From an optimization exercise on the open Yosys and OpenROAD flow, aimed at small area, a short achievable clock period and few clock cycles per item; shortcuts taken in it are not production practice.
Only simulation tests tie the RTL to the original design; equivalence was not proved.
No activity file was given, so power comes from the tool's default toggle rates.

File: flow/run.sh
#!/bin/bash
# synth_recipe.tcl (not shown) runs the flow's synth.tcl, then flattens the netlist and writes it again
# the make line also repeats each setting of config.mk as NAME=value (left out here)
make -C /OpenROAD-flow-scripts/flow DESIGN_CONFIG=/design/flow/config.mk WORK_HOME=/design/flow/orfs CLKGATE_MAP_FILE= SYNTH_SCRIPT=/design/flow/synth_recipe.tcl finish
File: flow/config.mk
export PLATFORM = sky130hd
export DESIGN_NAME = overlap_split
export DESIGN_NICKNAME = overlap_split
export VERILOG_FILES = /design/flow/design.v
export SDC_FILE = /design/flow/constraint.sdc
export NUM_CORES = 4
export LEC_CHECK = 0
export CAP_MARGIN = 20
export CORE_MARGIN = 2
export CORE_UTILIZATION = 20
export PLACE_DENSITY = 0.3
export SLEW_MARGIN = 20
File: flow/constraint.sdc
create_clock -name core_clock -period 7.0 [get_ports {clk}]
set_input_delay 1.4000 -clock core_clock [delete_from_list [all_inputs] [get_ports {clk}]]
set_output_delay 1.4000 -clock core_clock [all_outputs]
set_load 0.01 [all_outputs]
File: flow/design.v
`default_nettype none
package overlap_split_pkg;
  localparam int SAMPLE_W_DEF = 64;
  localparam int HOP_DEF      = 18;
  localparam int WR_CNT_W_DEF = (HOP_DEF > 1) ? $clog2(HOP_DEF) : 1;
  localparam int RD_CNT_W_DEF = (2 * HOP_DEF > 1) ? $clog2(2 * HOP_DEF) : 1;
  typedef enum logic [1:0] {
    FILL     = 2'd0,
    EMIT_OLD = 2'd1,
    EMIT_NEW = 2'd2
  } split_state_e;
endpackage
`default_nettype wire
`default_nettype none
module split_bank_ram #(
  parameter int SAMPLE_W = 64,
  parameter int DEPTH    = 18,
  parameter int ADDR_W   = 5
) (
  input  logic                clk,
  input  logic                clr,
  input  logic                wr_en,
  input  logic                wr_bank,
  input  logic [ADDR_W-1:0]   wr_addr,
  input  logic [SAMPLE_W-1:0] wr_data,
  input  logic                rd_bank,
  input  logic [ADDR_W-1:0]   rd_addr,
  output logic [SAMPLE_W-1:0] rd_data
);
  logic [SAMPLE_W-1:0] mem_q [2*DEPTH];
  always_ff @(posedge clk) begin
    for (int b = 0; b < 2; b++) begin
      for (int a = 0; a < DEPTH; a++) begin
        if (clr) begin
          mem_q[b*DEPTH + a] <= '0;
        end else if (wr_en && (wr_bank == b[0]) && (wr_addr == ADDR_W'(a))) begin
          mem_q[b*DEPTH + a] <= wr_data;
        end
      end
    end
  end
  assign rd_data = mem_q[(rd_bank ? DEPTH : 0) + int'(rd_addr)];
endmodule
`default_nettype wire
`default_nettype none
import overlap_split_pkg::*;
module overlap_split #(
  parameter int SAMPLE_W = overlap_split_pkg::SAMPLE_W_DEF,
  parameter int HOP      = overlap_split_pkg::HOP_DEF
) (
  input  logic                clk,
  input  logic                reset,
  input  logic [SAMPLE_W-1:0] in_split_pcmSample,
  input  logic                in_split_valid,
  output logic                in_split_ready,
  output logic [SAMPLE_W-1:0] out_split_pcmSample,
  output logic                out_split_valid,
  input  logic                out_split_ready,
  output logic                out_split_last
);
  localparam int WR_W = (HOP > 1) ? $clog2(HOP) : 1;
  localparam int RD_W = (2 * HOP > 1) ? $clog2(2 * HOP) : 1;
  localparam logic [WR_W-1:0] WR_LAST = WR_W'(HOP - 1);
  localparam logic [RD_W-1:0] RD_LAST = RD_W'(2 * HOP - 1);
  localparam logic [RD_W-1:0] RD_HOP  = RD_W'(HOP);
  overlap_split_pkg::split_state_e state_q, state_d;
  logic [WR_W-1:0]     wr_cnt_q, wr_cnt_d;
  logic [RD_W-1:0]     rd_cnt_q, rd_cnt_d;
  logic                cur_q, cur_d;
  logic [SAMPLE_W-1:0] out_data_q, out_data_d;
  logic                out_valid_q, out_valid_d;
  logic                out_last_q, out_last_d;
  logic                wr_en;
  logic [RD_W-1:0]     rd_nxt;
  logic                rd_bank;
  logic [WR_W-1:0]     rd_addr;
  logic [SAMPLE_W-1:0] rd_data;
  assign in_split_ready = reset && (state_q == FILL);
  assign wr_en          = in_split_valid && in_split_ready;
  split_bank_ram #(
    .SAMPLE_W (SAMPLE_W),
    .DEPTH    (HOP),
    .ADDR_W   (WR_W)
  ) u_bank_ram (
    .clk     (clk),
    .clr     (!reset),
    .wr_en   (wr_en),
    .wr_bank (cur_q),
    .wr_addr (wr_cnt_q),
    .wr_data (in_split_pcmSample),
    .rd_bank (rd_bank),
    .rd_addr (rd_addr),
    .rd_data (rd_data)
  );
  always_comb begin
    state_d     = state_q;
    wr_cnt_d    = wr_cnt_q;
    rd_cnt_d    = rd_cnt_q;
    cur_d       = cur_q;
    out_data_d  = out_data_q;
    out_valid_d = out_valid_q;
    out_last_d  = out_last_q;
    rd_nxt      = rd_cnt_q + RD_W'(1);
    rd_bank     = ~cur_q;
    rd_addr     = '0;
    case (state_q)
      FILL: begin
        if (wr_en) begin
          if (wr_cnt_q == WR_LAST) begin
            wr_cnt_d    = '0;
            rd_cnt_d    = '0;
            state_d     = EMIT_OLD;
            out_data_d  = rd_data;
            out_valid_d = 1'b1;
            out_last_d  = 1'b0;
          end else begin
            wr_cnt_d = wr_cnt_q + WR_W'(1);
          end
        end
      end
      default: begin
        if (rd_nxt < RD_HOP) begin
          rd_bank = ~cur_q;
          rd_addr = WR_W'(rd_nxt);
        end else begin
          rd_bank = cur_q;
          rd_addr = WR_W'(rd_nxt - RD_HOP);
        end
        if (out_valid_q && out_split_ready) begin
          if (rd_cnt_q == RD_LAST) begin
            state_d     = FILL;
            cur_d       = ~cur_q;
            rd_cnt_d    = '0;
            out_valid_d = 1'b0;
            out_last_d  = 1'b0;
          end else begin
            rd_cnt_d   = rd_nxt;
            out_data_d = rd_data;
            out_last_d = (rd_nxt == RD_LAST);
            state_d    = (rd_nxt < RD_HOP) ? EMIT_OLD : EMIT_NEW;
          end
        end
      end
    endcase
  end
  always_ff @(posedge clk) begin
    if (!reset) begin
      state_q     <= FILL;
      wr_cnt_q    <= '0;
      rd_cnt_q    <= '0;
      cur_q       <= 1'b0;
      out_data_q  <= '0;
      out_valid_q <= 1'b0;
      out_last_q  <= 1'b0;
    end else begin
      state_q     <= state_d;
      wr_cnt_q    <= wr_cnt_d;
      rd_cnt_q    <= rd_cnt_d;
      cur_q       <= cur_d;
      out_data_q  <= out_data_d;
      out_valid_q <= out_valid_d;
      out_last_q  <= out_last_d;
    end
  end
  assign out_split_pcmSample = out_data_q;
  assign out_split_valid     = out_valid_q;
  assign out_split_last      = out_last_q;
endmodule
`default_nettype wire
==> results of run 1 <==
power breakdown:
| group | leakage, nW | switching, W | internal, W |
|---|---|---|---|
| clock | 4.79 | 0.00720 | 0.00914 |
| sequential | 19.2 | 0.0000266 | 0.0136 |
| combinational | 16.2 | 0.000763 | 0.000276 |
sequential cells by signal, indices dropped and copies added, names as in the netlist:
signal            count
u_bank_ram.mem_q   2304
out_data_q           64
rd_cnt_q              6
wr_cnt_q              5
state_q               2
cur_q                 1
out_last_q            1
out_valid_q           1
repair_timing:
item	in CTS	in global routing
endpoints found under the setup margin	1	2
resized for setup	1	3
hold endpoints to repair	0	0
layout make-up:
| class | count | area [um2] |
|---|---|---|
| inverters | 27 | 101.3 |
| clock inverters | 53 | 656.9 |
| well taps | 7020 | 8783 |
| diodes | 60 | 150.1 |
| repair buffers | 851 | 8175 |
| flip-flops and latches | 2384 | 47730 |
| multi-input cells | 9928 | 55910 |
| clock buffers | 485 | 9138 |
| fillers | 57830 | 402200 |
worst min path at each step:
| stage | start | end | slack, ns | cells past startpoint |
|---|---|---|---|---|
| CTS | u_bank_ram.mem_q[9][15] | u_bank_ram.mem_q[9][15] | 0.47 | 2 |
| finish | u_bank_ram.mem_q[12][20] | u_bank_ram.mem_q[12][20] | 0.46 | 2 |
| global placement | u_bank_ram.mem_q[25][9] | u_bank_ram.mem_q[25][9] | 0.45 | 2 |
| global route | u_bank_ram.mem_q[0][18] | u_bank_ram.mem_q[0][18] | 0.48 | 2 |
| floorplan | u_bank_ram.mem_q[27][12] | u_bank_ram.mem_q[27][12] | 0.44 | 2 |
| detailed placement | u_bank_ram.mem_q[12][11] | u_bank_ram.mem_q[12][11] | 0.46 | 2 |
routing by layer:
layer	wire (um)	vias to the layer above
met5	303	-
met1	390100	58620
li1	-	46630
met4	43580	39
met2	384000	6189
met3	65310	1393
layout by cell type, fill, tap and decap left out, drive strengths merged, types with 37 or more instances in the layout:
| cell | instances |
|---|---|
| nand2 | 5089 |
| a22oi | 472 |
| a22o | 162 |
| nor3 | 100 |
| clkbuf | 485 |
| o22ai | 41 |
| buf | 757 |
| nand4 | 108 |
| o21ai | 155 |
| nor2 | 227 |
| clkdlybuf4s50 | 94 |
| a21boi | 2320 |
| nor4 | 53 |
| a32oi | 54 |
| mux2i | 71 |
| a21oi | 176 |
| diode | 60 |
| dfxtp | 2384 |
| a222oi | 87 |
| clkinv | 37 |
| and3 | 45 |
| a221oi | 199 |
| inv | 38 |
| nand3 | 146 |
per-stage QoR:
stage	utilization (%)	cells	hold slack, ns	cell area, um2
4_1_cts	24.48	20750	0.4656	130500
3_3_place_gp	22.63	20210	0.4523	120600
2_1_floorplan	-	13640	0.4386	107100
6_report	24.52	20810	0.4645	130600
3_5_place_dp	22.65	20210	0.4574	120700
5_1_grt	24.49	20750	0.4810	130500
logic make-up after synthesis:
kind of cell    Yosys count  share of synthesized area [%]
mux                      89                         0.8952
simple gates           5860                          21.65
flops                  2384                          44.58
fa+ha+maj                11                         0.1286
buf+inv                1323                          4.676
compound gates         3954                          27.96
xor+xnor                 14                         0.1145
worst reg2reg max path: cells and delay by family, from the launching register on:
family	cells	cell delay, ns
fa+ha+maj	3	0.86
xor+xnor	1	0.41
simple gates	7	2.22
buf+inv	3	0.75
flops	1	0.54
compound gates	6	1.91
==> results.yml, run 1 <==
global_routing:
  grt.met3_usage_pct: 5.185
  grt_pass1_vias: 103000
  grtUsageMet2_pct: 48.09
  grtUsageTotal_pct: 31.29
  grt_max_degree: 196
  grt_overflow: 0
  grt-busiest-layer: "met2"
  grt_pass1_wl_mm: 1131
  antenna_found_initial: 165
  groute.layer.met1.usage_pct: 42.90
min_path:
  hold_class: "reg2reg"
worst_setup_path:
  arrival_ns: 7.70
  crit_chain: "inv_1, ha_1, or3b_1, a21o_1, a311oi_4, nor2_1, xnor2_1, ha_4, ha_4, nor2_1, o221a_2, nand2_2, buf_4, nor3_1, a2111oi_2, buf_4, nand4_1, nor4_2, a31oi_1, a221o_1"
  r2r-end: "out_data_q[55]"
  path_class: "reg2reg"
  crit_end: "out_data_q[55]"
  slowest_stage: "a2111oi_2"
  r2r_cells: 20
  cp.depth: 20
  r2r_slack_ns: 0.18
  endpoint_kind: "flop"
  path_buf_inv: 3
  crit_family: "simple AND/OR/NAND/NOR gates"
  critPathLaunch: "rd_cnt_q[0]"
  cp.required_ns: 7.88
  start_kind: "flop"
  slowest_delay_ns: 0.64
  rr_startpoint: "rd_cnt_q[0]"
  critPathMaxFanout: 19
sta:
  finalSetupViolCount: 0
  fin_crit_sh_pct: 97.49
  drv_slew: 0
  hold_viol_final: 0
  fin_skew_ns: 0.07673
  fmax_mhz: 146.5
  slew_headroom_pct: 16.34
  tightestPinTransition_ns: 1.245
  tns_ns: 0
  rsz0062_at_grt: "false"
  fin_ws_ns: 0.1754
  min_period_ns: 6.825
logic_synthesis:
  syn_area_um2: 107100
  synth_warnings: 3
  syn-mean-instance-area_um2: 7.852
  yosysSeqAreaShare_pct: 44.58
  synth_top_area_share_pct: 44.58
  ys_ff_latch: 2384
  synthTopCellsByCount: "nand2_1, dfxtp_1, a21boi_0"
  syn_nets: 13710
  netlist_top_cells_area: "dfxtp_1, nand2_1, a21boi_0, clkbuf_1, a22oi_1"
  synth-main-ff-cell: "dfxtp_1"
  synth_async_sr_flop_share_pct: 0
  netlist_instances: 13640
  synth_area_leader_cell: "dfxtp_1"
  synth_cell_types: 89
  synth_most_common_cell: "nand2_1"
  synth_edf_count: 0
place:
  io_buffers: 134
  gp_congestion: 1.016
  hpwl_mm: 564.6
  preCtsSetupSlack_ns: -0.001410
die:
  rows: 268
  start_util_pct: 20.09
  pin_count: 135
  die_x_um: 735.6
  core_um2: 532800
  dieArea_um2: 541200
  die-height_um: 735.6
detailed_routing:
  wl_per_cell_um: 42.45
  drtPass1Iterations: 9
  wl_mm: 883.3
  post-route-drc-count: 0
  final_antenna_net_count: 0
  drt_iter0_drc: 15970
  num_vias: 112900
  vias_per_cell: 5.424
pwr:
  pwr_density_cell_nw_per_um2: 237.3
  power.leakage_nw: 40.22
  vdd_drop_max_v: 0.0001709
  total_power_w: 0.03101
clocking:
  htree_levels: 5
  ctsHoldBuffers: 0
  cts.sinks: 2384
  clk_pin_slew_ns: 0.06
  cts_buffers: 310
  cts_buffer_depth: 4
  cts.repair_timing.setup_buffer_count: 0
  clock_latency_ns: 1.03
  root_buffer: "clkbuf_16"
  cts_tree: "built"
layout:
  nets: 13580
  area_delta_synth_final_pct: 22.02
  drive_above_1_share_pct: 10.61
flow_run:
  cap_violations: 0
run_status:
  status: "complete, no violations"
Testbench counts, summed over its fixed seeds: cycles 17,280, blocks 320.
==> inputs of run 2 (changes only) <==
==> flow/design.v (replaced) <==
`default_nettype none
package overlap_split_pkg;
  localparam int SAMPLE_W_DEF = 64;
  localparam int HOP_DEF      = 18;
endpackage
`default_nettype wire
`default_nettype none
module split_bank_ram #(
  parameter int SAMPLE_W = 64,
  parameter int DEPTH    = 18
) (
  input  logic                clk,
  input  logic                shift,
  input  logic [SAMPLE_W-1:0] wr_data,
  output logic [SAMPLE_W-1:0] rd_data
);
  logic [SAMPLE_W-1:0] sr_q [DEPTH];
  always_ff @(posedge clk) begin
    if (shift) begin
      sr_q[0] <= wr_data;
      for (int i = 1; i < DEPTH; i++) begin
        sr_q[i] <= sr_q[i-1];
      end
    end
  end
  assign rd_data = sr_q[DEPTH-1];
endmodule
`default_nettype wire
`default_nettype none
import overlap_split_pkg::*;
module overlap_split #(
  parameter int SAMPLE_W = overlap_split_pkg::SAMPLE_W_DEF,
  parameter int HOP      = overlap_split_pkg::HOP_DEF
) (
  input  logic                clk,
  input  logic                reset,
  input  logic [SAMPLE_W-1:0] in_split_pcmSample,
  input  logic                in_split_valid,
  output logic                in_split_ready,
  output logic [SAMPLE_W-1:0] out_split_pcmSample,
  output logic                out_split_valid,
  input  logic                out_split_ready,
  output logic                out_split_last
);
  localparam int POS_W = (2 * HOP > 1) ? $clog2(2 * HOP) : 1;
  localparam logic [POS_W-1:0] POS_LAST = POS_W'(2 * HOP - 1);
  localparam logic [POS_W-1:0] POS_HOP  = POS_W'(HOP);
  logic [POS_W-1:0]    nxt_q;       
  logic                src_in_q;    
  logic                first_q;     
  logic [SAMPLE_W-1:0] out_data_q;
  logic                out_valid_q;
  logic                out_last_q;
  logic                can_load;
  logic                load;
  logic [SAMPLE_W-1:0] old_data;
  logic [SAMPLE_W-1:0] sel_data;
  assign can_load       = !out_valid_q || out_split_ready;
  assign in_split_ready = src_in_q && can_load;
  assign load           = can_load && (!src_in_q || in_split_valid);
  split_bank_ram #(
    .SAMPLE_W (SAMPLE_W),
    .DEPTH    (HOP)
  ) u_bank_ram (
    .clk     (clk),
    .shift   (load),
    .wr_data (in_split_pcmSample),
    .rd_data (old_data)
  );
  assign sel_data = ({SAMPLE_W{src_in_q}} & in_split_pcmSample)
                  | ({SAMPLE_W{!src_in_q && !first_q}} & old_data);
  always_ff @(posedge clk) begin
    if (!reset) begin
      nxt_q       <= POS_W'(1);
      src_in_q    <= 1'b0;
      first_q     <= 1'b1;
      out_data_q  <= '0;
      out_valid_q <= 1'b1;
      out_last_q  <= 1'b0;
    end else begin
      if (load) begin
        out_data_q  <= sel_data;
        out_valid_q <= 1'b1;
        out_last_q  <= (nxt_q == POS_LAST);
        if (nxt_q == POS_LAST) begin
          nxt_q    <= '0;
          src_in_q <= 1'b0;
        end else begin
          nxt_q    <= nxt_q + POS_W'(1);
          src_in_q <= (nxt_q + POS_W'(1)) >= POS_HOP;
        end
        if (nxt_q == POS_HOP - POS_W'(1)) first_q <= 1'b0;
      end else if (out_split_ready) begin
        out_valid_q <= 1'b0;
      end
    end
  end
  assign out_split_pcmSample = out_data_q;
  assign out_split_valid     = out_valid_q;
  assign out_split_last      = out_last_q;
endmodule
`default_nettype wire
--- a/flow/config.mk
+++ b/flow/config.mk
@@ -7,6 +7,6 @@
 export LEC_CHECK = 0
 export CAP_MARGIN = 20
 export CORE_MARGIN = 2
-export CORE_UTILIZATION = 20
-export PLACE_DENSITY = 0.3
+export CORE_UTILIZATION = 50
+export PLACE_DENSITY = 0.65
 export SLEW_MARGIN = 20
==> results.yml, run 2 <==
clocking:
  htree_levels: 3
  cts_buffer_depth: 3
  cts.sinks: 1226
  cts_resized: 0
  clk_pin_slew_ns: 0.06
  cts_tree: "built"
  cts_buffers: 116
  clock_latency_ns: 0.67
  ctsHoldBuffers: 0
  cts.repair_timing.setup_buffer_count: 0
  root_buffer: "clkbuf_16"
pwr:
  pwr_density_cell_nw_per_um2: 349.3
  power.leakage_nw: 14.76
  vdd_drop_max_v: 0.0002280
logic_synthesis:
  ys_ff_latch: 1226
  synth-main-ff-cell: "edfxtp_1"
  synth_warnings: 3
  syn-mean-instance-area_um2: 25.13
  synth_top_area_share_pct: 91.28
  syn_area_um2: 37900
  synth_edf_count: 1152
  netlist_instances: 1508
  synth_top_family_by_area: "simple AND/OR/NAND/NOR gates"
  synth_cell_types: 36
  synthTopCellsByCount: "edfxtp_1, dfxtp_1, nor2_1"
  synth_area_leader_cell: "edfxtp_1"
  yosys.area_share.xor_xnor_pct: 0.1387
  synth_compound_area_share_pct: 1.634
  synth_most_common_cell: "edfxtp_1"
  synthSimpleGateAreaFrac_pct: 2.427
  netlist_top_cells_area: "edfxtp_1, dfxtp_1, a221oi_1, nor3b_1, nor2_1"
  synth_async_sr_flop_share_pct: 0
  syn_nets: 1578
  synth-adder-area-share_pct: 0.06603
  yosysSeqAreaShare_pct: 95.19
  synthMuxAreaShare_pct: 0
sta:
  hold_viol_final: 0
  drv_slew: 0
  holdWs_ns: 0.4088
  rsz0062_at_grt: "false"
  slew_headroom_pct: 25.05
  finalSetupViolCount: 0
  fin_crit_sh_pct: 60.73
  fin_skew_ns: 0.02186
  min_period_ns: 4.251
  tightestPinTransition_ns: 1.124
  fin_ws_ns: 2.749
  tns_ns: 0
  fmax_mhz: 235.2
detailed_routing:
  drt_iter0_drc: 1338
  vias_per_cell: 5.132
  num_vias: 14420
  wl_per_cell_um: 19.04
  wl_mm: 53.51
  post-route-drc-count: 0
  drtPass1Iterations: 4
  final_antenna_net_count: 0
run_status:
  status: "complete, no violations"
die:
  core_um2: 74700
  start_util_pct: 50.74
  die-height_um: 279.3
  pin_count: 135
  rows: 100
  dieArea_um2: 78010
  die_x_um: 279.3
global_routing:
  grt_pass1_wl_mm: 80.59
  grt-busiest-layer: "met1"
  grt_overflow: 0
  groute.layer.met1.usage_pct: 21.43
  grt_pass1_vias: 14120
  grt.met3_usage_pct: 2.861
  antenna_found_initial: 1
  grtUsageTotal_pct: 13.38
  grt_max_degree: 175
  grtUsageMet2_pct: 17.92
layout:
  top_regs: "u_bank_ram.sr_q: 1152 flops, out_data_q: 64 flops, nxt_q: 6 flops"
  largest_register_ffs: 1152
  largest-register: "u_bank_ram.sr_q"
  utilization_pct: 59.26
  multiInputGateArea_um2: 1622
  drive_above_1_share_pct: 10.49
  final_cell_mix: "edfxtp_1, clkdlybuf4s50_1, clkbuf_16"
  area_delta_synth_final_pct: 16.81
  nFillCells: 5135
  layout.cells.non_filler: 2810
  layout_commonest_cell: "edfxtp_1"
  nets: 1807
  seqCellArea_um2: 36080
worst_setup_path:
  cp.required_ns: 7.57
  path_buf_inv: 3
  arrival_ns: 4.82
  crit_chain: "clkdlybuf4s50_1, nand2b_1, nand2b_4, inv_8, buf_4, nor2_1, nor3b_1"
  critPathMaxFanout: 122
  path_class: "in2reg"
  crit_family: "buffers and inverters"
  slowest_stage: "inv_8"
  slowest_delay_ns: 0.94
  endpoint_kind: "flop"
  start_kind: "input pin"
  r2r_slack_ns: 3.56
flow_run:
  cap_violations: 0
place:
  dpl.cell_count: 2588
  preCtsSetupSlack_ns: 2.027
  io_buffers: 134
  gp_congestion: 0.7174
  hpwl_mm: 25.97
min_path:
  hold_class: "reg2reg"
## run 2: changes by cell type after synthesis, sizes merged, moves of 153 or more
cell | previous run | this run
dfxtp | 2384 | 74
a21boi | 2320 | 3
o21ai | 155 | 2
nand2 | 5089 | 7
a22o | 162 | 0
edfxtp | 0 | 1152
a21oi | 176 | 2
clkbuf | 1219 | 19
a22oi | 472 | 0
nor2 | 227 | 67
## run 2: logic make-up after synthesis
| family | count (synthesis) |
|---|---|
| flip-flops | 1226 |
| buffers and inverters | 41 |
| AO/OA/AOI/OAI | 73 |
| AND/OR/NAND/NOR | 160 |
| adder cells (fa/ha/maj) | 2 |
| XOR/XNOR | 6 |
## run 2: power breakdown
group | switching [W] | internal, W | total (W) | leakage, nW
registers | 0.000175 | 0.00872 | 0.00889 | 11.8
clock network | 0.00258 | 0.00355 | 0.00613 | 1.85
logic | 0.000304 | 0.000138 | 0.000442 | 1.07
total | 0.00306 | 0.0124 | 0.0155 | 14.8
## run 2: routing by layer
layer  wire length [um]  up-vias  share of wire [%]
met5                  0        -                  0
met4               1324        0                2.5
met3               2733       96                5.1
met2              22520      317                 42
met1              26930     7473                 50
li1                   -     6535                  -
## run 2: path summary, 6_finish.rpt
kind / startpoint / to / depth (start not counted)
worst max register to register: src_in_q / out_data_q[36] / 6
worst min register to register: u_bank_ram.sr_q[12][61] / u_bank_ram.sr_q[13][61] / 0
worst max-delay path: out_split_ready / out_data_q[36] / 7
worst min-delay path: u_bank_ram.sr_q[12][61] / u_bank_ram.sr_q[13][61] / 0
## run 2: metrics by stage
stage / instance area [um2] / power, W
after CTS: 44270 / 0.01568
after floorplan: 37910 / 0.009284
final: 44270 / 0.01547
after global placement: 40460 / 0.009456
after detailed placement: 40460 / 0.009488
after global routing: 44270 / 0.01605
## run 2: layout make-up
type	instances	share of cell area [%]
sequential	1226	81.50
clock buffer	151	7.038
multi-input combinational	241	3.663
timing repair buffer	150	3.459
clock inverter	70	1.563
inverter	2	0.03392
antenna	1	0.005653
tap	969	2.739
Testbench counts of run 2, summed over its fixed seeds: cycles 11,520, blocks 320.
==> inputs of run 3 (changes only) <==
==> flow/design.v (replaced) <==
`default_nettype none
package overlap_split_pkg;
  localparam int SAMPLE_W_DEF = 64;
  localparam int HOP_DEF      = 18;
endpackage
`default_nettype wire
`default_nettype none
module split_bank_ram #(
  parameter int SAMPLE_W = 64,
  parameter int DEPTH    = 18
) (
  input  logic                clk,
  input  logic                wr_en,
  input  logic [SAMPLE_W-1:0] wr_data,
  output logic [SAMPLE_W-1:0] ring_in,
  output logic [SAMPLE_W-1:0] rd_data
);
  logic [SAMPLE_W-1:0] ring_q [DEPTH];
  assign rd_data = ring_q[DEPTH-1];
  assign ring_in = wr_en ? wr_data : rd_data;
  always_ff @(posedge clk) begin
    ring_q[0] <= ring_in;
    for (int i = 1; i < DEPTH; i++) begin
      ring_q[i] <= ring_q[i-1];
    end
  end
endmodule
`default_nettype wire
`default_nettype none
import overlap_split_pkg::*;
module overlap_split #(
  parameter int SAMPLE_W = overlap_split_pkg::SAMPLE_W_DEF,
  parameter int HOP      = overlap_split_pkg::HOP_DEF
) (
  input  logic                clk,
  input  logic                reset,
  input  logic [SAMPLE_W-1:0] in_split_pcmSample,
  input  logic                in_split_valid,
  output logic                in_split_ready,
  output logic [SAMPLE_W-1:0] out_split_pcmSample,
  output logic                out_split_valid,
  input  logic                out_split_ready,
  output logic                out_split_last
);
  localparam int PH_W = (HOP > 1) ? $clog2(HOP) : 1;
  localparam logic [PH_W-1:0] PH_LAST = PH_W'(HOP - 1);
  logic [PH_W-1:0]     phase_q;     
  logic [PH_W-1:0]     nxt_q;       
  logic                half_q;      
  logic                first_q;     
  logic [SAMPLE_W-1:0] out_data_q;
  logic                out_valid_q;
  logic                out_last_q;
  logic                in_sync;
  logic                can_load;
  logic                load;
  logic                wr_en;
  logic [SAMPLE_W-1:0] ring_in;
  logic [SAMPLE_W-1:0] old_data;
  assign in_sync        = (phase_q == nxt_q);
  assign can_load       = !out_valid_q || out_split_ready;
  assign in_split_ready = half_q && in_sync && can_load;
  assign wr_en          = in_split_ready && in_split_valid;
  assign load           = in_sync && can_load && (!half_q || in_split_valid);
  split_bank_ram #(
    .SAMPLE_W (SAMPLE_W),
    .DEPTH    (HOP)
  ) u_bank_ram (
    .clk     (clk),
    .wr_en   (wr_en),
    .wr_data (in_split_pcmSample),
    .ring_in (ring_in),
    .rd_data (old_data)
  );
  always_ff @(posedge clk) begin
    if (!reset) begin
      phase_q     <= PH_W'(1);
      nxt_q       <= PH_W'(1);
      half_q      <= 1'b0;
      first_q     <= 1'b1;
      out_data_q  <= '0;
      out_valid_q <= 1'b1;
      out_last_q  <= 1'b0;
    end else begin
      phase_q <= (phase_q == PH_LAST) ? '0 : phase_q + PH_W'(1);
      if (load) begin
        out_data_q  <= (first_q && !half_q) ? '0 : ring_in;
        out_valid_q <= 1'b1;
        out_last_q  <= half_q && (nxt_q == PH_LAST);
        if (nxt_q == PH_LAST) begin
          nxt_q   <= '0;
          half_q  <= !half_q;
          first_q <= 1'b0;
        end else begin
          nxt_q   <= nxt_q + PH_W'(1);
        end
      end else if (out_split_ready) begin
        out_valid_q <= 1'b0;
      end
    end
  end
  assign out_split_pcmSample = out_data_q;
  assign out_split_valid     = out_valid_q;
  assign out_split_last      = out_last_q;
endmodule
`default_nettype wire
==> results.yml, run 3 <==
pwr:
  power.leakage_nw: 14.01
  pwr_density_cell_nw_per_um2: 403.8
  vdd_drop_max_v: 0.0002165
worst_setup_path:
  arrival_ns: 2.88
  r2r_cells: 5
  r2r-end: "half_q"
  crit_chain: "clkdlybuf4s50_1, nor2b_1, nor4b_1, clkdlybuf4s50_1"
  crit_path_frequent_cell: "clkdlybuf4s50_1"
  slowest_delay_ns: 0.59
  slowest_stage: "clkdlybuf4s50_1"
  r2r_slack_ns: 3.92
  rr_startpoint: "phase_q[3]"
  critPathMaxFanout: 6
  cp.required_ns: 5.60
  path_class: "in2out"
  endpoint_kind: "output port"
  start_kind: "input pin"
logic_synthesis:
  synth_warnings: 3
  synth_edf_count: 0
  syn_area_um2: 27540
  synth_most_common_cell: "dfxtp_1"
  synth_top_area_share_pct: 89.41
  synth_async_sr_flop_share_pct: 0
  ys_ff_latch: 1230
  synth_area_leader_cell: "dfxtp_1"
  syn_nets: 1751
  synthTopCellsByCount: "dfxtp_1, nand2_1, a21oi_1"
  netlist_instances: 1679
  synth-main-ff-cell: "dfxtp_1"
  syn-mean-instance-area_um2: 16.40
  netlist_top_cells_area: "dfxtp_1, a221o_1, a21o_1, and3_1, a21oi_1"
  synth_cell_types: 42
  yosysSeqAreaShare_pct: 89.41
layout:
  nFillCells: 3973
  drive_above_1_share_pct: 10.53
  area_delta_synth_final_pct: 21.16
  final_cell_mix: "dfxtp_1, clkdlybuf4s50_1, clkbuf_16"
  utilization_pct: 60.93
  largest_register_ffs: 1152
  largest-register: "u_bank_ram.ring_q"
  layout_commonest_cell: "dfxtp_1"
  top_regs: "u_bank_ram.ring_q: 1152 flops, out_data_q: 64 flops"
  nets: 1944
  num_antenna_cells: 0
sta:
  drv_slew: 0
  min_period_ns: 4.282
  slew_headroom_pct: 34.52
  fmax_mhz: 233.5
  fin_skew_ns: 0.02244
  hold_viol_final: 0
  fin_ws_ns: 2.718
  fin_crit_sh_pct: 61.17
  tns_ns: 0
  tightestPinTransition_ns: 0.9823
  finalSetupViolCount: 0
  rsz0062_at_grt: "false"
detailed_routing:
  wl_mm: 41.79
  drt_iter0_drc: 705
  vias_per_cell: 4.599
  num_vias: 12280
  post-route-drc-count: 0
  final_antenna_net_count: 0
  wl_per_cell_um: 15.65
  drtPass1Iterations: 5
min_path:
  hold_class: "reg2reg"
  whs_endpoint: "u_bank_ram.ring_q[9][29]"
  min_from: "u_bank_ram.ring_q[8][29]"
  whs_path_depth: 0
clocking:
  root_buffer: "clkbuf_16"
  cts_tree: "built"
  clock_latency_ns: 0.66
  cts_buffer_depth: 3
  cts.repair_timing.setup_buffer_count: 0
  ctsHoldBuffers: 0
  cts_resized: 0
  cts_buffers: 109
  htree_levels: 3
  clk_pin_slew_ns: 0.06
  cts.sinks: 1230
place:
  preCtsSetupSlack_ns: 2.644
  gp_congestion: 0.7496
  io_buffers: 134
  hpwl_mm: 22.71
global_routing:
  antenna_found_initial: 1
  grt_pass1_vias: 12590
  grt_pass1_wl_mm: 66.18
  grt_overflow: 0
  grt_max_degree: 81
  grtUsageTotal_pct: 14.85
die:
  core_um2: 54770
  rows: 86
  dieArea_um2: 56980
  start_util_pct: 50.29
  die_x_um: 238.7
  pin_count: 135
  die-height_um: 238.7
flow_run:
  cap_violations: 0
run_status:
  status: "complete, no violations"
run 3: changes by cell type in the layout (fill, tap and decap cells not counted), moves of 23 or more:
cell      delta
a21oi_1     +65
and3_1      +65
nor2_1      -63
clkinv_1    -23
edfxtp_1  -1152
nor3b_1     -64
a221o_1     +64
nand2_1     +63
dfxtp_1   +1157
a221oi_1    -64
a21o_1      +64
run 3: cells by family after synthesis:
family | count (synthesis) | share of synthesized area, %
DFF | 1230 | 89.41
AOI/OAI and AO/OA | 208 | 5.629
and+or+nand+nor | 166 | 3.135
buffers and inverters | 63 | 1.354
xor gates and xnor gates | 6 | 0.2181
adders and majority gates | 4 | 0.1817
muxes | 2 | 0.07723
run 3: area by class of cell:
| class | instances | area (um2) | area share [%] |
|---|---|---|---|
| sequential | 1230 | 24620 | 73.79 |
| clock inverter | 60 | 808.3 | 2.422 |
| clock buffer | 145 | 3083 | 9.239 |
| tap | 704 | 880.8 | 2.640 |
| multi-input combinational | 386 | 2570 | 7.702 |
| timing repair buffer | 141 | 1389 | 4.162 |
| inverter | 4 | 15.01 | 0.04499 |
run 3: worst max-delay path: cells and delay by family:
kind                   cells  cell delay [ns]
buffers and inverters      2             1.05
AND/OR/NAND/NOR            2             0.43
run 3: power breakdown:
group | switching (W) | leakage (nW) | internal, W | total (W)
Combinational | 0.000189 | 2.19 | 0.0000696 | 0.000258
Sequential | 0.0000138 | 9.90 | 0.00702 | 0.00703
Clock | 0.00253 | 1.91 | 0.00365 | 0.00618
run 3: worst max-delay path by stage:
stage	to	cells past startpoint	start
after floorplan	in_split_ready	2	out_split_ready
after global placement	in_split_ready	4	out_split_ready
after detailed placement	half_q	6	out_split_ready
after CTS	in_split_ready	4	out_split_ready
after global routing	in_split_ready	4	out_split_ready
final	in_split_ready	4	out_split_ready
run 3: metrics by stage:
stage	instances	power, W	hold slack (ns)	instance area [um2]
after floorplan	1679	0.007343	0.3096	27540
after global placement	2465	0.007433	0.3096	29480
after detailed placement	2465	0.007441	0.3121	29480
after CTS	2670	0.01362	0.3211	33370
after global routing	2670	0.01394	0.3230	33370
final	2670	0.01347	0.3051	33370
run 3: layer usage:
metal	GRT usage [%]	share of wire, %	wire length, um
met1	20.91	49	20680
met4	7.841	3.6	1499
met3	3.533	4.9	2066
met2	21.27	42	17530
met5	0	0.031	13
Testbench counts of run 3, summed over its fixed seeds: cycles 11,520, blocks 320.
==> inputs of run 4 (changes only) <==
--- a/flow/config.mk
+++ b/flow/config.mk
@@ -9,4 +9,5 @@
 export CORE_MARGIN = 2
 export CORE_UTILIZATION = 50
 export PLACE_DENSITY = 0.65
+export SETUP_SLACK_MARGIN = 4.3
 export SLEW_MARGIN = 20
==> results.yml, run 4 <==
logic_synthesis:
  synth_cell_types: 42
  netlist_top_cells_area: "dfxtp_1, a221o_1, a21o_1, and3_1, a21oi_1"
  synth_async_sr_flop_share_pct: 0
  ys_ff_latch: 1230
  synthTopCellsByCount: "dfxtp_1, nand2_1, a21oi_1"
  syn_area_um2: 27540
  synth_most_common_cell: "dfxtp_1"
  netlist_instances: 1679
  synth_edf_count: 0
  synth-main-ff-cell: "dfxtp_1"
  syn_nets: 1751
  synth_area_leader_cell: "dfxtp_1"
  synth_warnings: 3
  synth_top_area_share_pct: 89.41
  yosysSeqAreaShare_pct: 89.41
  syn-mean-instance-area_um2: 16.40
die:
  rows: 86
  start_util_pct: 50.29
  die_x_um: 238.7
  pin_count: 135
  dieArea_um2: 56980
  core_um2: 54770
  die-height_um: 238.7
global_routing:
  grt_overflow: 0
  antenna_found_initial: 0
  grt_max_degree: 91
  grt_pass1_wl_mm: 66.72
  grtUsageTotal_pct: 15.10
  grt_pass1_vias: 12520
layout:
  layout_commonest_cell: "dfxtp_1"
  largest-register: "u_bank_ram.ring_q"
  utilization_pct: 61.11
  area_delta_synth_final_pct: 21.52
  nets: 1958
  largest_register_ffs: 1152
  top_regs: "u_bank_ram.ring_q: 1152 flops, out_data_q: 64 flops"
  drive_above_1_share_pct: 13.83
  final_cell_mix: "dfxtp_1, clkbuf_16, nand2_1"
  num_antenna_cells: 0
worst_setup_path:
  crit_family: "simple AND/OR/NAND/NOR gates"
  slowest_stage: "nor4b_4"
  crit_chain: "buf_6, nor2b_4, nor4b_4, buf_2"
  start_kind: "input pin"
  path_buf_inv: 2
  arrival_ns: 1.91
  critPathMaxFanout: 2
  cp.required_ns: 5.60
  path_class: "in2out"
  r2r_slack_ns: 4.50
  slowest_delay_ns: 0.23
  endpoint_kind: "output port"
sta:
  fin_skew_ns: 0.02663
  fin_crit_sh_pct: 47.24
  rsz0062_at_grt: "true"
  fmax_mhz: 302.4
  tightestPinTransition_ns: 0.9991
  finalSetupViolCount: 0
  tns_ns: 0
  hold_viol_final: 0
  slew_headroom_pct: 33.39
  drv_slew: 0
  min_period_ns: 3.307
clocking:
  cts_buffers: 108
  root_buffer: "clkbuf_16"
  clock_latency_ns: 0.65
  clk_pin_slew_ns: 0.06
  ctsHoldBuffers: 0
  cts_buffer_depth: 3
  cts.sinks: 1230
  cts_tree: "built"
  htree_levels: 3
flow_run:
  cap_violations: 0
pwr:
  total_power_w: 0.01323
  clkPwrFrac_pct: 44.7
  p_int_w: 0.01057
  pwr-share-comb_pct: 2.1
  power.leakage_nw: 14.14
  p_switching_w: 0.002660
  pwr_density_cell_nw_per_um2: 395.3
  seqPwrFrac_pct: 53.2
  vdd_drop_max_v: 0.0002368
  p_sw_share_pct: 20.11
detailed_routing:
  wl_per_cell_um: 16.22
  drt_iter0_drc: 638
  wl_mm: 43.55
  post-route-drc-count: 0
  vias_per_cell: 4.555
  drtPass1Iterations: 4
  final_antenna_net_count: 0
  num_vias: 12230
min_path:
  hold_class: "reg2reg"
place:
  io_buffers: 134
  hpwl_mm: 22.43
  gp_congestion: 0.7199
run_status:
  status: "complete, no violations"
run 4: cell counts after synthesis:
No cell type changed its count.
run 4: worst paths after layout:
kind                        startpoint                        end  depth (start not counted)
max reg2reg                 phase_q[1]             out_data_q[40]                          6
max                    out_split_ready             in_split_ready                          4
min          u_bank_ram.ring_q[14][61]  u_bank_ram.ring_q[15][61]                          0
min reg2reg  u_bank_ram.ring_q[14][61]  u_bank_ram.ring_q[15][61]                          0
run 4: cell type report:
| type | instances | area (um2) |
|---|---|---|
| Inverter | 4 | 15.01 |
| Tap cell | 704 | 880.8 |
| Multi-Input combinational cell | 388 | 2661 |
| Sequential cell | 1230 | 24660 |
| Clock buffer | 164 | 3234 |
| Clock inverter | 41 | 469.2 |
| Fill cell | 3947 | 21300 |
| Timing Repair Buffer | 154 | 1550 |
run 4: timing repair:
item	in CTS	in global routing
buffers inserted	6	3
endpoints found under the setup margin	199	86
cloned	2	2
pin swaps	4	3
gates resized for setup	193	26
run 4: per-stage QoR:
step	area, um2	hold WS, ns	std cells	worst slack [ns]
6_report	33470	0.3012	2685	3.693
5_1_grt	33470	0.3210	2685	3.648
4_1_cts	33380	0.3064	2680	3.684
3_5_place_dp	29510	0.3121	2467	2.821
3_3_place_gp	29510	0.3099	2467	2.822
2_1_floorplan	27560	0.3096	1679	3.912
run 4: cells by family after synthesis:
group / count (synthesis) / share of synthesized area, %
mux: 2 / 0.07723
flops: 1230 / 89.41
xor+xnor: 6 / 0.2181
simple gates: 166 / 3.135
buf+inv: 63 / 1.354
compound gates: 208 / 5.629
fa+ha+maj: 4 / 0.1817
run 4: power by group through the flow:
stage | clock, W | sequential [W] | combinational [W]
after global routing | 0.00634 | 0.00703 | 0.000301
final | 0.00591 | 0.00704 | 0.000283
after global placement | 0 | 0.00719 | 0.000244
after CTS | 0.00605 | 0.00703 | 0.000272
after floorplan | 0 | 0.00718 | 0.000163
after detailed placement | 0 | 0.00719 | 0.000252
run 4: worst register-to-register path, cell delays in order (launching register included):
cell and delay [ns]:
dfxtp_2 0.36, xnor2_2 0.20, buf_4 0.14, and4_4 0.55, buf_6 0.61, a21oi_1 0.22, a221o_1 0.30
run 4: per-layer routing:
| layer | global-route usage [%] | up-vias | share of wire, % |
|---|---|---|---|
| met5 | 0 | - | 0 |
| met4 | 7.292 | 0 | 2.7 |
| li1 | - | 5960 | - |
| met1 | 20.80 | 5955 | 49 |
| met3 | 3.245 | 82 | 4.5 |
| met2 | 22.78 | 233 | 44 |
==> inputs of run 5 (changes only) <==
--- a/flow/design.v
+++ b/flow/design.v
@@ -43,25 +43,32 @@
   output logic                out_split_last
 );
   localparam int PH_W = (HOP > 1) ? $clog2(HOP) : 1;
+  localparam int IN_W = $clog2(HOP + 1);
   localparam logic [PH_W-1:0] PH_LAST = PH_W'(HOP - 1);
   logic [PH_W-1:0]     phase_q;     
-  logic [PH_W-1:0]     nxt_q;       
+  logic [PH_W-1:0]     jo_q;        
   logic                half_q;      
+  logic [IN_W-1:0]     ji_q;        
   logic                first_q;     
+  logic                in_rdy_q;
   logic [SAMPLE_W-1:0] out_data_q;
   logic                out_valid_q;
   logic                out_last_q;
-  logic                in_sync;
-  logic                can_load;
+  logic [PH_W-1:0]     phase_d;
+  logic [PH_W-1:0]     jo_d;
+  logic                half_d;
+  logic [IN_W-1:0]     ji_d;
+  logic                in_rdy_d;
+  logic                wr_en;
+  logic                avail;
   logic                load;
-  logic                wr_en;
   logic [SAMPLE_W-1:0] ring_in;
   logic [SAMPLE_W-1:0] old_data;
-  assign in_sync        = (phase_q == nxt_q);
-  assign can_load       = !out_valid_q || out_split_ready;
-  assign in_split_ready = half_q && in_sync && can_load;
-  assign wr_en          = in_split_ready && in_split_valid;
-  assign load           = in_sync && can_load && (!half_q || in_split_valid);
+  assign in_split_ready = in_rdy_q;
+  assign wr_en          = in_split_valid && in_rdy_q;
+  assign avail          = !half_q || (ji_q > IN_W'(jo_q)) || wr_en;
+  assign load           = (phase_q == jo_q) && avail
+                       && (!out_valid_q || out_split_ready);
   split_bank_ram #(
     .SAMPLE_W (SAMPLE_W),
     .DEPTH    (HOP)
@@ -72,28 +79,44 @@
     .ring_in (ring_in),
     .rd_data (old_data)
   );
+  always_comb begin
+    phase_d = (phase_q == PH_LAST) ? '0 : phase_q + PH_W'(1);
+    jo_d    = jo_q;
+    half_d  = half_q;
+    ji_d    = wr_en ? ji_q + IN_W'(1) : ji_q;
+    if (load) begin
+      if (jo_q == PH_LAST) begin
+        jo_d   = '0;
+        half_d = !half_q;
+        if (half_q) ji_d = '0;
+      end else begin
+        jo_d   = jo_q + PH_W'(1);
+      end
+    end
+    in_rdy_d = (IN_W'(phase_d) == ji_d) && (half_d || (IN_W'(jo_d) > ji_d));
+  end
   always_ff @(posedge clk) begin
     if (!reset) begin
       phase_q     <= PH_W'(1);
-      nxt_q       <= PH_W'(1);
+      jo_q        <= PH_W'(1);
       half_q      <= 1'b0;
+      ji_q        <= '0;
       first_q     <= 1'b1;
+      in_rdy_q    <= 1'b0;
       out_data_q  <= '0;
       out_valid_q <= 1'b1;
       out_last_q  <= 1'b0;
     end else begin
-      phase_q <= (phase_q == PH_LAST) ? '0 : phase_q + PH_W'(1);
+      phase_q  <= phase_d;
+      jo_q     <= jo_d;
+      half_q   <= half_d;
+      ji_q     <= ji_d;
+      in_rdy_q <= in_rdy_d;
       if (load) begin
         out_data_q  <= (first_q && !half_q) ? '0 : ring_in;
         out_valid_q <= 1'b1;
-        out_last_q  <= half_q && (nxt_q == PH_LAST);
-        if (nxt_q == PH_LAST) begin
-          nxt_q   <= '0;
-          half_q  <= !half_q;
-          first_q <= 1'b0;
-        end else begin
-          nxt_q   <= nxt_q + PH_W'(1);
-        end
+        out_last_q  <= half_q && (jo_q == PH_LAST);
+        if (half_q && (jo_q == PH_LAST)) first_q <= 1'b0;
       end else if (out_split_ready) begin
         out_valid_q <= 1'b0;
       end
--- a/flow/config.mk
+++ b/flow/config.mk
@@ -9,5 +9,5 @@
 export CORE_MARGIN = 2
 export CORE_UTILIZATION = 50
 export PLACE_DENSITY = 0.65
-export SETUP_SLACK_MARGIN = 4.3
+export SETUP_SLACK_MARGIN = 4.8
 export SLEW_MARGIN = 20
==> results.yml, run 5 <==
sta:
  fin_skew_ns: 0.01190
  fin_crit_sh_pct: 47.56
  min_period_ns: 3.329
  rsz0062_at_grt: "true"
  finalSetupViolCount: 0
  hold_viol_final: 0
  tns_ns: 0
  drv_slew: 0
  tightestPinTransition_ns: 0.9242
  fin_ws_ns: 3.671
  slew_headroom_pct: 38.39
  fmax_mhz: 300.4
worst_setup_path:
  path_class: "in2reg"
  cp.required_ns: 7.55
  rr_startpoint: "jo_q[3]"
  slowest_delay_ns: 0.34
  path_buf_inv: 3
  arrival_ns: 3.88
  critPathMaxFanout: 4
  slowest_stage: "or3_4"
  crit_chain: "buf_6, and2_4, or3_4, o22ai_4, a21o_4, buf_6, buf_12, o21ai_0, a21boi_2, ha_1, nand2_1, o22ai_1, nor2_1, o211ai_1, a211oi_2"
  start_kind: "input pin"
  crit_family: "compound AO/OA/AOI/OAI gates"
  critPathLaunch: "in_split_valid"
  endpoint_kind: "flop"
  r2r_slack_ns: 3.88
  crit_path_frequent_cell: "buf_6"
clocking:
  cts.sinks: 1236
  cts_buffers: 109
  clk_pin_slew_ns: 0.07
  root_buffer: "clkbuf_16"
  htree_levels: 3
  clock_latency_ns: 0.64
  cts_tree: "built"
  cts_buffer_depth: 3
global_routing:
  grt_pass1_vias: 12170
  grt_max_degree: 84
  grt_pass1_wl_mm: 65.74
  grt_overflow: 0
  antenna_found_initial: 5
  grtUsageTotal_pct: 14.88
die:
  rows: 86
  die-height_um: 240.0
  start_util_pct: 50.57
  dieArea_um2: 57620
  core_um2: 55090
  die_x_um: 240.0
  pin_count: 135
logic_synthesis:
  synth-main-ff-cell: "dfxtp_1"
  synth_cell_types: 46
  syn_nets: 1767
  synth_warnings: 3
  synth_edf_count: 0
  synth_most_common_cell: "dfxtp_1"
  synthTopCellsByCount: "dfxtp_1, a21oi_1, nor2b_1"
  synth_top_area_share_pct: 88.82
  syn-mean-instance-area_um2: 16.55
  synth_async_sr_flop_share_pct: 0
  netlist_top_cells_area: "dfxtp_1, mux2_2, nor3b_1, nor2b_1, a21oi_1"
  synth_area_leader_cell: "dfxtp_1"
  syn_area_um2: 27860
  ys_ff_latch: 1236
  yosysSeqAreaShare_pct: 88.82
  netlist_instances: 1683
flow_run:
  cap_violations: 0
detailed_routing:
  drtPass1Iterations: 4
  wl_mm: 43.15
  num_vias: 12190
  drt_iter0_drc: 487
  post-route-drc-count: 0
  vias_per_cell: 4.355
  final_antenna_net_count: 0
  wl_per_cell_um: 15.42
pwr:
  pwr_density_cell_nw_per_um2: 427.6
  p_switching_w: 0.003062
  vdd_drop_max_v: 0.0002779
  clkPwrFrac_pct: 40.9
  seqPwrFrac_pct: 53.6
  power.leakage_nw: 14.12
  p_int_w: 0.01197
  pwr-share-comb_pct: 5.5
  p_sw_share_pct: 20.37
place:
  preCtsSetupSlack_ns: 2.058
  place_area_um2: 30000
  gp_congestion: 0.8480
  dpl.cell_count: 2525
  io_buffers: 134
  hpwl_mm: 20.93
min_path:
  hold_class: "reg2reg"
  min_from: "u_bank_ram.ring_q[12][61]"
layout:
  nets: 2045
  largest_register_ffs: 1152
  top_regs: "u_bank_ram.ring_q: 1152 flops, out_data_q: 64 flops"
  area_delta_synth_final_pct: 26.23
  final_cell_mix: "dfxtp_1, clkbuf_16, buf_6"
  largest-register: "u_bank_ram.ring_q"
  layout.cells.non_filler: 2799
  final_area_um2: 35170
  nFillCells: 3977
  layout_commonest_cell: "dfxtp_1"
  drive_above_1_share_pct: 25.18
run_status:
  status: "complete, no violations"
[run 5: cell count changes in the layout (fill, tap and decap cells not counted), sizes merged, moves of 51 or more]
cell | before | now
mux2 | 1 | 64
nor2b | 2 | 70
nand2 | 71 | 16
and3 | 65 | 3
clkdlybuf4s15 | 52 | 1
nor3b | 1 | 65
a221o | 64 | 0
buf | 23 | 141
a21o | 64 | 4
[run 5: final timing paths]
| check | end | cells past startpoint |
|---|---|---|
| max | in_rdy_q | 15 |
| min | u_bank_ram.ring_q[13][61] | 0 |
| max reg2reg | in_rdy_q | 15 |
| min reg2reg | u_bank_ram.ring_q[13][61] | 0 |
[run 5: power by group through the flow]
stage / clock network [W] / logic, W / registers (W)
finish: 0.00614 / 0.000831 / 0.00806
global route: 0.00659 / 0.000874 / 0.00814
CTS: 0.00629 / 0.000698 / 0.00808
detailed placement: 0 / 0.000413 / 0.00821
global placement: 0 / 0.000410 / 0.00818
floorplan: 0 / 0.000292 / 0.00812
[run 5: metrics by stage]
| step | utilization [%] | hold WS (ns) | total power [W] |
|---|---|---|---|
| floorplan | - | 0.3096 | 0.008410 |
| global placement | 54.45 | 0.3096 | 0.008593 |
| detailed placement | 54.45 | 0.3121 | 0.008622 |
| CTS | 63.04 | 0.3122 | 0.01507 |
| global route | 63.83 | 0.3159 | 0.01560 |
| finish | 63.83 | 0.3149 | 0.01504 |
[run 5: layer usage]
layer  share of wire [%]  track usage [%]  vias to the layer above
met4                 3.0            6.569                        0
met5                   0                0                        -
met1                  48            20.63                     5860
met3                 5.0            4.030                       97
met2                  44            21.92                      253
li1                    -                -                     5981
[run 5: cells by family (layout without fill, tap and decap cells)]
kind of cell	after synthesis	in the layout	synth area share (%)
AND/OR/NAND/NOR	198	198	4.509
adder cells (fa/ha/maj)	16	16	0.7186
AO/OA/AOI/OAI	98	101	1.954
buffers and inverters	53	416	0.8309
multiplexers	67	67	2.695
XOR/XNOR	15	15	0.4716
other	0	2	0
flip-flops	1236	1236	88.82
[run 5: final cells by class]
type	count	area, um2	area share (%)
repair buffers	208	2327	6.618
clock buffers	154	3137	8.920
multi-input cells	397	3191	9.073
well taps	748	935.9	2.661
inverters	9	36.28	0.1032
clock inverters	45	689.4	1.960
flip-flops and latches	1236	24850	70.65
diodes	2	5.005	0.01423
[run 5: what timing repair did]
item | 4_1_cts | 5_1_grt
buffers inserted | 41 | 21
cloned | 10 | 1
pin swaps | 16 | 21
endpoints found under the hold margin | 0 | 0
hold buffers | 0 | 0
endpoints found under the setup margin | 210 | 145
resized for setup | 455 | 49
Testbench counts of run 5, summed over its fixed seeds: cycles 11,520, blocks 320.
==> inputs of run 6 (changes only) <==
--- a/flow/config.mk
+++ b/flow/config.mk
@@ -9,5 +9,5 @@
 export CORE_MARGIN = 2
 export CORE_UTILIZATION = 50
 export PLACE_DENSITY = 0.65
-export SETUP_SLACK_MARGIN = 4.8
+export SETUP_SLACK_MARGIN = 4.3
 export SLEW_MARGIN = 20
==> results.yml, run 6 <==
pwr:
  pwr_density_cell_nw_per_um2: 432.9
  power.leakage_nw: 13.82
  seqPwrFrac_pct: 53.9
  p_sw_share_pct: 20.68
  p_switching_w: 0.003095
  clkPwrFrac_pct: 40.9
  vdd_drop_max_v: 0.0002444
  pwr-share-comb_pct: 5.2
  total_power_w: 0.01496
  p_int_w: 0.01187
clocking:
  cts_buffer_depth: 3
  root_buffer: "clkbuf_16"
  clock_latency_ns: 0.65
  ctsHoldBuffers: 0
  cts_tree: "built"
  clk_pin_slew_ns: 0.06
  htree_levels: 3
  cts.sinks: 1236
  cts_buffers: 108
logic_synthesis:
  syn_nets: 1767
  synth-main-ff-cell: "dfxtp_1"
  syn_area_um2: 27860
  netlist_top_cells_area: "dfxtp_1, mux2_2, nor3b_1, nor2b_1, a21oi_1"
  synth_edf_count: 0
  netlist_instances: 1683
  synth_cell_types: 46
  synth_area_leader_cell: "dfxtp_1"
  synthSimpleGateAreaFrac_pct: 4.509
  synthMuxAreaShare_pct: 2.695
  synth_most_common_cell: "dfxtp_1"
  synth_compound_area_share_pct: 1.954
  ys_ff_latch: 1236
  synth_async_sr_flop_share_pct: 0
  synthTopCellsByCount: "dfxtp_1, a21oi_1, nor2b_1"
  syn-mean-instance-area_um2: 16.55
  yosys.area_share.xor_xnor_pct: 0.4716
  synth_top_family_by_area: "simple AND/OR/NAND/NOR gates"
  synth_warnings: 3
  yosysSeqAreaShare_pct: 88.82
  synth-adder-area-share_pct: 0.7186
  synth_top_area_share_pct: 88.82
layout:
  drive_above_1_share_pct: 18.66
  nets: 2010
  layout_commonest_cell: "dfxtp_1"
  final_cell_mix: "dfxtp_1, clkbuf_16, nor2b_1"
  largest-register: "u_bank_ram.ring_q"
  area_delta_synth_final_pct: 24.09
  top_regs: "u_bank_ram.ring_q: 1152 flops, out_data_q: 64 flops"
  layout.cells.non_filler: 2764
  largest_register_ffs: 1152
  nFillCells: 3991
sta:
  holdWs_ns: 0.3065
  drv_slew: 0
  hold_viol_final: 0
  finalSetupViolCount: 0
  min_period_ns: 3.295
  tightestPinTransition_ns: 0.9475
  rsz0062_at_grt: "true"
  tns_ns: 0
  fin_crit_sh_pct: 47.07
  fmax_mhz: 303.5
  slew_headroom_pct: 36.83
  fin_skew_ns: 0.02577
detailed_routing:
  drt_iter0_drc: 499
  drtPass1Iterations: 5
  num_vias: 11980
  wl_met3_mm: 2.038
  route.top_layer_used: "met4"
  post-route-drc-count: 0
  vias_per_cell: 4.332
  met1_length_mm: 21.14
  wl_mm: 42.62
  final_antenna_net_count: 0
  wl_met2_mm: 18.46
  wl_per_cell_um: 15.42
global_routing:
  grt_pass1_vias: 12000
  grt_pass1_wl_mm: 63.27
  antenna_found_initial: 4
  grt_overflow: 0
  grt_max_degree: 84
  grtUsageTotal_pct: 14.18
worst_setup_path:
  critPathMaxFanout: 4
  slowest_stage: "or3_4"
  path_class: "in2reg"
  path_buf_inv: 1
  cp.required_ns: 7.52
  crit_path_frequent_cell: "a211oi_2"
  crit_chain: "buf_12, and2_4, or3_4, o22ai_4, a21o_4, or3_1, o21ai_2, ha_1, nor2b_1, o21ai_1, nand2b_1, a211oi_2, nor2_1, o211ai_1, a211oi_2"
  endpoint_kind: "flop"
  crit_family: "compound AO/OA/AOI/OAI gates"
  arrival_ns: 3.82
  slowest_delay_ns: 0.35
  start_kind: "input pin"
place:
  dpl.cell_count: 2525
  io_buffers: 134
  hpwl_mm: 20.79
  gp_congestion: 0.8401
min_path:
  hold_class: "reg2reg"
die:
  core_um2: 55090
  die-height_um: 240.0
  dieArea_um2: 57620
  rows: 86
  start_util_pct: 50.57
  die_x_um: 240.0
  pin_count: 135
flow_run:
  cap_violations: 0
run_status:
  status: "complete, no violations"
## run 6: final timing paths
kind	from	end	slack, ns	cells past startpoint
min reg2reg	u_bank_ram.ring_q[15][5]	u_bank_ram.ring_q[16][5]	0.31	0
min	u_bank_ram.ring_q[15][5]	u_bank_ram.ring_q[16][5]	0.31	0
max	in_split_valid	in_rdy_q	3.70	15
max reg2reg	jo_q[1]	in_rdy_q	3.80	14
## run 6: layout make-up
type	count	area, um2	area share, %
diodes	1	2.502	0.007239
clock buffers	148	3073	8.890
clock inverters	51	732.0	2.117
inverters	9	33.78	0.09773
multi-input cells	397	3113	9.005
flip-flops and latches	1236	24770	71.66
well taps	748	935.9	2.707
repair buffers	174	1906	5.513
## run 6: power groups by stage
stage / Sequential [W] / Combinational (W) / Clock (W)
after floorplan: 0.00812 / 0.000283 / 0
after global placement: 0.00819 / 0.000398 / 0
after detailed placement: 0.00821 / 0.000407 / 0
after CTS: 0.00808 / 0.000558 / 0.00627
after global routing: 0.00814 / 0.000819 / 0.00656
final: 0.00806 / 0.000779 / 0.00612
## run 6: cells by family (layout without fill, tap and decap cells)
group	count (synthesis)	count (layout)
buffers and inverters	53	382
and+or+nand+nor	198	199
adders and majority gates	16	16
DFF	1236	1236
xor gates and xnor gates	15	15
other	0	1
AOI/OAI and AO/OA	98	100
muxes	67	67
## run 6: per-stage QoR
stage	instance area (um2)	setup slack, ns	utilization [%]
final	34570	3.705	62.75
after global placement	29980	2.129	54.42
after CTS	34060	3.765	61.82
after floorplan	27870	3.093	-
after global routing	34570	3.647	62.74
after detailed placement	29980	2.036	54.42
## run 6: routing by layer
metal	vias up	GRT usage, %
li1	5921	-
met1	5732	19.75
met2	254	21.12
met3	68	3.318
met4	0	6.437
met5	-	0
## run 6: repair_timing
action,CTS,global route
setup endpoints to repair,190,88
cloned,5,12
hold endpoints to repair,0,0
setup buffers,13,9
pin swaps,16,17
resized for setup,171,65

## what the ideal ports hide
The results above use ideal ports. As a check the final layouts listed here were re-extracted and re-timed, cells and wires unchanged.
Step 1 (the two cells are an assumption about what drives the block):
set clk [get_ports {clk}]
set_driving_cell -lib_cell sky130_fd_sc_hd__clkbuf_16 $clk
set_driving_cell -lib_cell sky130_fd_sc_hd__buf_2 [delete_from_list [all_inputs] $clk]
Step 2 adds t to the input delays and takes it off the output delays; t is the mean of the earliest and latest rising clock arrival at the registers after step 1. Input paths then give back, and output paths get back, about the clock's delay inside the block.
Three values: ideal ports, drivers, drivers and shift; two values: the first two.
run | shift t [ns] | setup slack, ns | hold slack, ns | worst setup path at the end | cell pins on the clock port's net
run 1 | 1.116 | 0.175 / 0.175 / 0.175 | 0.465 / 0.465 / 0.465 | register to register | 1
run 2 | 0.714 | 2.749 / 2.786 / 2.072 | 0.409 / 0.409 / 0.409 | input to register | 1
run 3 | 0.699 | 2.718 / 2.694 / 2.634 | 0.305 / 0.305 / 0.305 | input to register | 1
run 4 | 0.698 | 3.693 / 3.657 / 3.584 | 0.301 / 0.301 / 0.301 | input to register | 1
run 5 | 0.696 | 3.671 / 3.694 / 2.998 | 0.315 / 0.315 / 0.315 | input to register | 1
run 6 | 0.690 | 3.705 / 3.705 / 3.016 | 0.307 / 0.307 / 0.307 | input to register | 1
After both steps every run listed still meets setup and hold. The setup slack of run 6, which loses most, moves by 0.000 ns with the drivers and by -0.689 ns with both steps.
